Source: an optimization exercise on an open RTL-to-GDS flow (aim: small area and few clock cycles). Production flows keep margins and buffers that such runs may drop. In this exercise RTL edits were held to simulation tests only and were not proved equivalent to the original. No activity file was given, so power comes from the tool's default toggle rates.

== try-fjord ==
==> flow/design.v (excerpt) <==
module axi_wr_top
(
    input  logic        clk,
    input  logic        rst_n,
    input  logic [3:0]  aw_id,
    input  logic [15:0] aw_addr,
    input  logic [7:0]  aw_len,
    input  logic [2:0]  aw_size,
    input  logic [1:0]  aw_burst,
    input  logic        aw_valid,
    output logic        aw_ready,
    input  logic [31:0] w_data,
    input  logic [3:0]  w_strb,
    input  logic        w_last,
    input  logic        w_valid,
    output logic        w_ready,
    output logic [3:0]  b_id,
    output logic [1:0]  b_resp,
    output logic        b_valid,
    input  logic        b_ready,
    output logic [3:0]  mem_id,
    output logic [15:0] mem_addr,
    output logic [31:0] mem_data,
    output logic [3:0]  mem_strb,
    output logic        mem_last,
    output logic        mem_boundary_err,
    output logic        mem_we,
    input  logic        mem_credit
);
Size: ~140 I/O pins.
Settings: LEC_CHECK=0, CAP_MARGIN=20, CORE_MARGIN=2, CORE_UTILIZATION=40, CTS_BUF_LIST=sky130_fd_sc_hd__clkbuf_4, SLEW_MARGIN=20; clock period 5.0 ns.
standard.sh (not shown) runs the stock make flow with config.mk's settings and CLKGATE_MAP_FILE= SYNTH_SCRIPT=/design/flow/synth_recipe.tcl, a recipe that flattens the netlist after the stock synthesis.
==> flow/flow/run.sh <==
#!/bin/bash
# Standard ORFS flow with: port buffers inserted as the smallest buffer cell,
# and power recovery (downsizing gates off the critical paths) after global routing.
cp standard.sh standard_sh.txt
export BUFFER_PORTS_ARGS="-buffer_cell sky130_fd_sc_hd__buf_1"
export RECOVER_POWER=100
bash standard.sh > standard.log 2>&1
try-fjord: full flow OK, the timing, design-rule and antenna checks passed
Testbench counts of try-fjord, summed over its fixed seeds: cycles 42,784.
Inputs modified between try-fjord and try-garnet:
Settings: CTS_CLUSTER_SIZE newly set to 40; CTS_CLUSTER_DIAMETER newly set to 200.
==> flow/flow/run.sh <==
#!/bin/bash
# Standard ORFS flow, with the port buffers inserted as the smallest buffer cell.
cp standard.sh standard_sh.txt
export BUFFER_PORTS_ARGS="-buffer_cell sky130_fd_sc_hd__buf_1"
bash standard.sh > standard.log 2>&1
--- outcome ---
Looking at final cell utilization of the core, try-garnet sits 0.78 points higher than try-fjord does. try-fjord -> try-garnet: max-capacitance violation count delta 0, exact match. In the metrics for try-garnet and try-fjord, the one carrying the higher worst stage delay on the critical path is try-fjord. ~same placeable core region in try-garnet and try-fjord. Between try-garnet and try-fjord, the placer's final routability congestion estimate figures differ only marginally. Delta (try-garnet minus try-fjord): part of the power in the clock network down 0.2 points; post-route total power went up by 7.3 uW; shortest period the worst path allows lost 170 ps.
Here is what was changed in the inputs of try-umber compared with try-garnet.
Settings: CTS_CLUSTER_SIZE no longer set, was 40; CTS_CLUSTER_DIAMETER no longer set, was 200; ABC_AREA now 1, previously not set.
==> results.txt <==
- d_addr[2]$_DFFE_PP_ as the timing endpoint of the critical path was reported by try-umber, and w_ready by try-garnet.
- Going from try-garnet to try-umber, the detailed route wirelength on metal3 was found to have gone down by 2.8%.
- Setup slack in try-umber is larger than in try-garnet.
- Cmp try-umber vs try-garnet: share of the cycle needed by the critical path after routing lower in try-umber
- Diff try-garnet..try-umber | total number of H-tree levels | unchanged
### try-umber -> try-lagoon
Settings: a deleted ABC_AREA that had been 1.
==> results.txt <==
From try-umber to try-lagoon the numbers moved as follows: worst path setup slack after routing lost 140 ps; sequential element share of the synthesized area increased 1.6 points; die outline area decreased 190 sq um; utilization has decreased.
Maximum frequency is lower on try-lagoon
Setup changes, try-lagoon to try-nickel
Settings: an added CTS_CLUSTER_DIAMETER of 200; a change of CTS_BUF_LIST from sky130_fd_sc_hd__clkbuf_4 to sky130_fd_sc_hd__clkbuf_8; an added CTS_CLUSTER_SIZE of 40.
Findings:
Routed wire length came out lower on try-nickel than on try-lagoon.
On area of the multi-input gates, try-nickel and try-lagoon are basically level.
Changes observed in try-nickel relative to try-lagoon: met1 wire length went up 10 um, final instance area grew by 1.7%.
### try-nickel -> try-sierra
Settings: changing CTS_BUF_LIST from sky130_fd_sc_hd__clkbuf_8 to sky130_fd_sc_hd__clkbuf_4; removing CTS_CLUSTER_SIZE (formerly 40); removing CTS_CLUSTER_DIAMETER (formerly 200).
==> flow/flow/run.sh <==
#!/bin/bash
cp standard.sh standard_sh.txt
export BUFFER_PORTS_ARGS="-buffer_cell sky130_fd_sc_hd__buf_1"
export RECOVER_POWER=100
export CTS_ARGS="-sink_clustering_enable -repair_clock_nets -buf_list sky130_fd_sc_hd__clkbuf_4 -dont_use_dummy_load"
bash standard.sh > standard.log 2>&1
==> results.txt <==
Looking at the reports, try-sierra completed the entire flow and the layout it produced met the timing, design-rule and antenna checks.
Re critical path depth: try-nickel was lower than try-sierra.
Re combinational logic power: try-nickel was higher than try-sierra.
Between try-sierra and try-nickel, met1 routing resource usage after global routing is lower for try-sierra, try-nickel comes in above that.
Clock period minus final worst setup slack: lower on try-nickel
Delta (try-sierra minus try-nickel): combinational share of power moved up; power moved down; buffering overhead moved up; share of the clock period used by the worst path moved up; core region area level.
Final cell count without fillers: try-sierra lower than try-nickel
Diff try-nickel..try-sierra | remaining antenna violation count after routing | unchanged
try-sierra ended up with w_last as its worst setup path startpoint; try-nickel ended up with mem_credit.

the baseline:
The RTL this note starts from:
==> flow/design.v <==
`timescale 1ns/1ps
`timescale 1ns/1ps
`timescale 1ns/1ps
`timescale 1ns/1ps
`timescale 1ns/1ps
`timescale 1ns/1ps
module axi_wr_top
(
    input  logic        clk,
    input  logic        rst_n,
    input  logic [3:0]  aw_id,
    input  logic [15:0] aw_addr,
    input  logic [7:0]  aw_len,
    input  logic [2:0]  aw_size,
    input  logic [1:0]  aw_burst,
    input  logic        aw_valid,
    output logic        aw_ready,
    input  logic [31:0] w_data,
    input  logic [3:0]  w_strb,
    input  logic        w_last,
    input  logic        w_valid,
    output logic        w_ready,
    output logic [3:0]  b_id,
    output logic [1:0]  b_resp,
    output logic        b_valid,
    input  logic        b_ready,
    output logic [3:0]  mem_id,
    output logic [15:0] mem_addr,
    output logic [31:0] mem_data,
    output logic [3:0]  mem_strb,
    output logic        mem_last,
    output logic        mem_boundary_err,
    output logic        mem_we,
    input  logic        mem_credit
);
    logic        d_valid;
    logic [3:0]  d_id;
    logic [15:0] d_addr;      
    logic [2:0]  d_size;
    logic        d_fixed;
    logic        d_berr;      
    logic [2:0]  owed;
    logic        bv;
    logic        credit_ok, b_free, beat, burst_done, aw_fire;
    logic [11:0] mask;
    logic [12:0] cy;
    logic [11:0] nxt_lo;
    assign credit_ok  = !owed[2] || mem_credit;
    assign b_free     = !bv || b_ready;
    assign beat       = d_valid && w_valid && credit_ok;
    assign burst_done = beat && w_last;
    assign aw_ready   = !d_valid && b_free;
    assign aw_fire    = aw_valid && aw_ready;
    assign w_ready    = beat;
    assign mem_we     = beat;
    assign mask  = 12'hfff << d_size;
    assign cy[0] = beat && !d_fixed;
    for (genvar j = 0; j < 12; j++) begin : g_cy
        assign cy[j+1] = cy[j] && (d_addr[j] || !mask[j]);
    end
    assign nxt_lo = (mask | {12{!beat}}) & ((d_addr[11:0] ^ cy[11:0]) | {12{cy[12]}});
    always_ff @(posedge clk) begin
        if (!d_valid && b_free) begin
            d_id   <= aw_id;
            d_size <= aw_size;
        end
        if (!d_valid) begin
            d_addr[15:12] <= aw_addr[15:12];
            d_fixed       <= (aw_burst == 2'b00);
        end
        d_addr[11:0] <= d_valid ? nxt_lo : aw_addr[11:0];
        d_berr <= d_valid && (cy[12] || (d_berr && !beat));
    end
    always_ff @(posedge clk or negedge rst_n) begin
        if (!rst_n) begin
            d_valid <= 1'b0;
            owed    <= 3'd0;
            bv      <= 1'b0;
        end else begin
            if (aw_fire)
                d_valid <= 1'b1;
            else if (burst_done)
                d_valid <= 1'b0;
            owed    <= owed + {2'b0, beat} - {2'b0, mem_credit};
            if (burst_done)
                bv <= 1'b1;
            else if (b_ready)
                bv <= 1'b0;
        end
    end
    assign mem_id           = d_id;
    assign mem_addr         = d_addr;
    assign mem_data         = w_data;
    assign mem_strb         = w_strb;
    assign mem_last         = w_last;
    assign mem_boundary_err = d_berr;
    assign b_valid          = bv;
    assign b_id             = d_id;
    assign b_resp           = {d_size > 3'd2, 1'b0};
endmodule
Settings: LEC_CHECK=0, CAP_MARGIN=40, CORE_MARGIN=2, CORE_UTILIZATION=40, CTS_BUF_LIST=sky130_fd_sc_hd__clkbuf_4, GPL_TIMING_DRIVEN=0, SLEW_MARGIN=20; clock period 5.0 ns.
==> flow/flow/run.sh <==
#!/bin/bash
# Standard ORFS flow (the standard.sh), with:
#  - the standard synthesis's combinational logic re-mapped for area by
#    Yosys/ABC (registers kept as the standard synthesis made them),
#  - port buffers inserted as the smallest buffer cell,
#  - power recovery (downsizing off-critical gates) after global routing,
#  - TritonCTS without dummy loads.
set -euo pipefail
export BUFFER_PORTS_ARGS="-buffer_cell sky130_fd_sc_hd__buf_1"
export RECOVER_POWER=100
export CTS_ARGS="-sink_clustering_enable -repair_clock_nets -buf_list sky130_fd_sc_hd__clkbuf_4 -dont_use_dummy_load"

bash standard.sh synth > standard_synth.log 2>&1

export RES_DIR=$PWD/orfs/results/$FLOW_PLATFORM/axi_wr_top/base
mkdir -p libs
PLAT=$FLOW_HOME/platforms/$FLOW_PLATFORM
# The platform's DONT_USE_CELLS are the probe and lpflow cells; keep ABC off them
DONT_USE="sky130_fd_sc_hd__probe_p_8 sky130_fd_sc_hd__probec_p_8 sky130_fd_sc_hd__lpflow_*"
export USE_LIB=$PWD/libs/use.lib COMB_LIB=$PWD/libs/comb.lib ABC_SCRIPT=$PWD/flow/resynth.abc
python3 flow/filter_lib.py $PLAT/lib/sky130_fd_sc_hd__tt_025C_1v80.lib $USE_LIB "$DONT_USE"
python3 flow/filter_lib.py --comb $PLAT/lib/sky130_fd_sc_hd__tt_025C_1v80.lib $COMB_LIB "$DONT_USE"
cp $RES_DIR/1_2_yosys.v $RES_DIR/1_2_yosys_std.v
YOSYS=$(command -v yosys || echo $FLOW_HOME/../tools/install/yosys/bin/yosys)
$YOSYS -c flow/resynth.tcl > resynth.log 2>&1

bash standard.sh > standard.log 2>&1
Other scripts of this flow, unchanged in this note and not shown: flow/flow/filter_lib.py, flow/flow/resynth.abc, flow/flow/resynth.tcl
Testbench counts of the baseline, summed over its fixed seeds: cycles 45,257.
Here is what was changed in the inputs of the candidate compared with the baseline.
# the baseline
export LEC_CHECK = 0
export CAP_MARGIN = 40
export CORE_MARGIN = 2
export CORE_UTILIZATION = 40
export CTS_BUF_LIST = sky130_fd_sc_hd__clkbuf_4
export GPL_TIMING_DRIVEN = 0
export SLEW_MARGIN = 20
create_clock -name core_clock -period 5.0 [get_ports {clk}]
# the candidate
export LEC_CHECK = 0
export CAP_MARGIN = 40
export CORE_MARGIN = 2
export CORE_UTILIZATION = 40
export CTS_BUF_LIST = sky130_fd_sc_hd__clkbuf_4
export SLEW_MARGIN = 20
create_clock -name core_clock -period 5.0 [get_ports {clk}]
[summary]
- The candidate completed; timing, DRC and antenna clean
- The candidate gives more area added between synthesis and finish than the baseline did.
- Combinational share of power (the candidate over the baseline): increase, 0.5 points
- Any difference in proportion of cell area spent on the clock network between the candidate and the baseline is small enough to ignore.
- Against the baseline, length of routed met3 wiring in the candidate rose by more than 10%.
- Compared with the baseline, the candidate shows time the worst path needs with I/O delays and setup lower by 290 ps.
- Total design power of the baseline is on par with the candidate.

-- what the ideal ports hide --
No port has a modelled driver above. Below, the same layouts with a new extraction and two added sets of constraints. Step 1 assumes that a clkbuf_16 drives the clock port and a buf_2 every other input. Step 2 moves the port delays by t, midway between the first and last clock arrival at a register: inputs arrive t later, outputs are due t later. That takes back most of the time a late clock gives input paths. Slacks: ideal / step 1 / step 2; pairs: ideal / step 1.
run | t (ns) | setup WS [ns] | clock arrival spread, ns | slew at the worst register clock pin (ns)
try-fjord | 0.352 | 1.907 / 1.910 / 1.557 | 0.007 / 0.007 | 0.11 / 0.11
try-garnet | 0.352 | 2.074 / 2.052 / 1.783 | 0.007 / 0.007 | 0.11 / 0.11
try-umber | 0.368 | 2.211 / 2.213 / 1.845 | 0.013 / 0.012 | 0.12 / 0.12
try-lagoon | 0.352 | 2.074 / 2.052 / 1.783 | 0.007 / 0.007 | 0.11 / 0.11
try-nickel | 0.306 | 2.066 / 2.044 / 1.767 | 0.004 / 0.004 | 0.07 / 0.07
try-sierra | 0.350 | 1.895 / 1.897 / 1.548 | 0.013 / 0.013 | 0.10 / 0.10
the baseline | 0.335 | 0.543 / 0.544 / 0.210 | 0.019 / 0.019 | 0.09 / 0.09
the candidate | 0.335 | 0.834 / 0.834 / 0.767 | 0.017 / 0.017 | 0.09 / 0.09
After both steps setup and hold are still met in every run listed. The setup slack of try-umber, which loses most, moves by +0.002 ns with the drivers and by -0.366 ns with both steps.
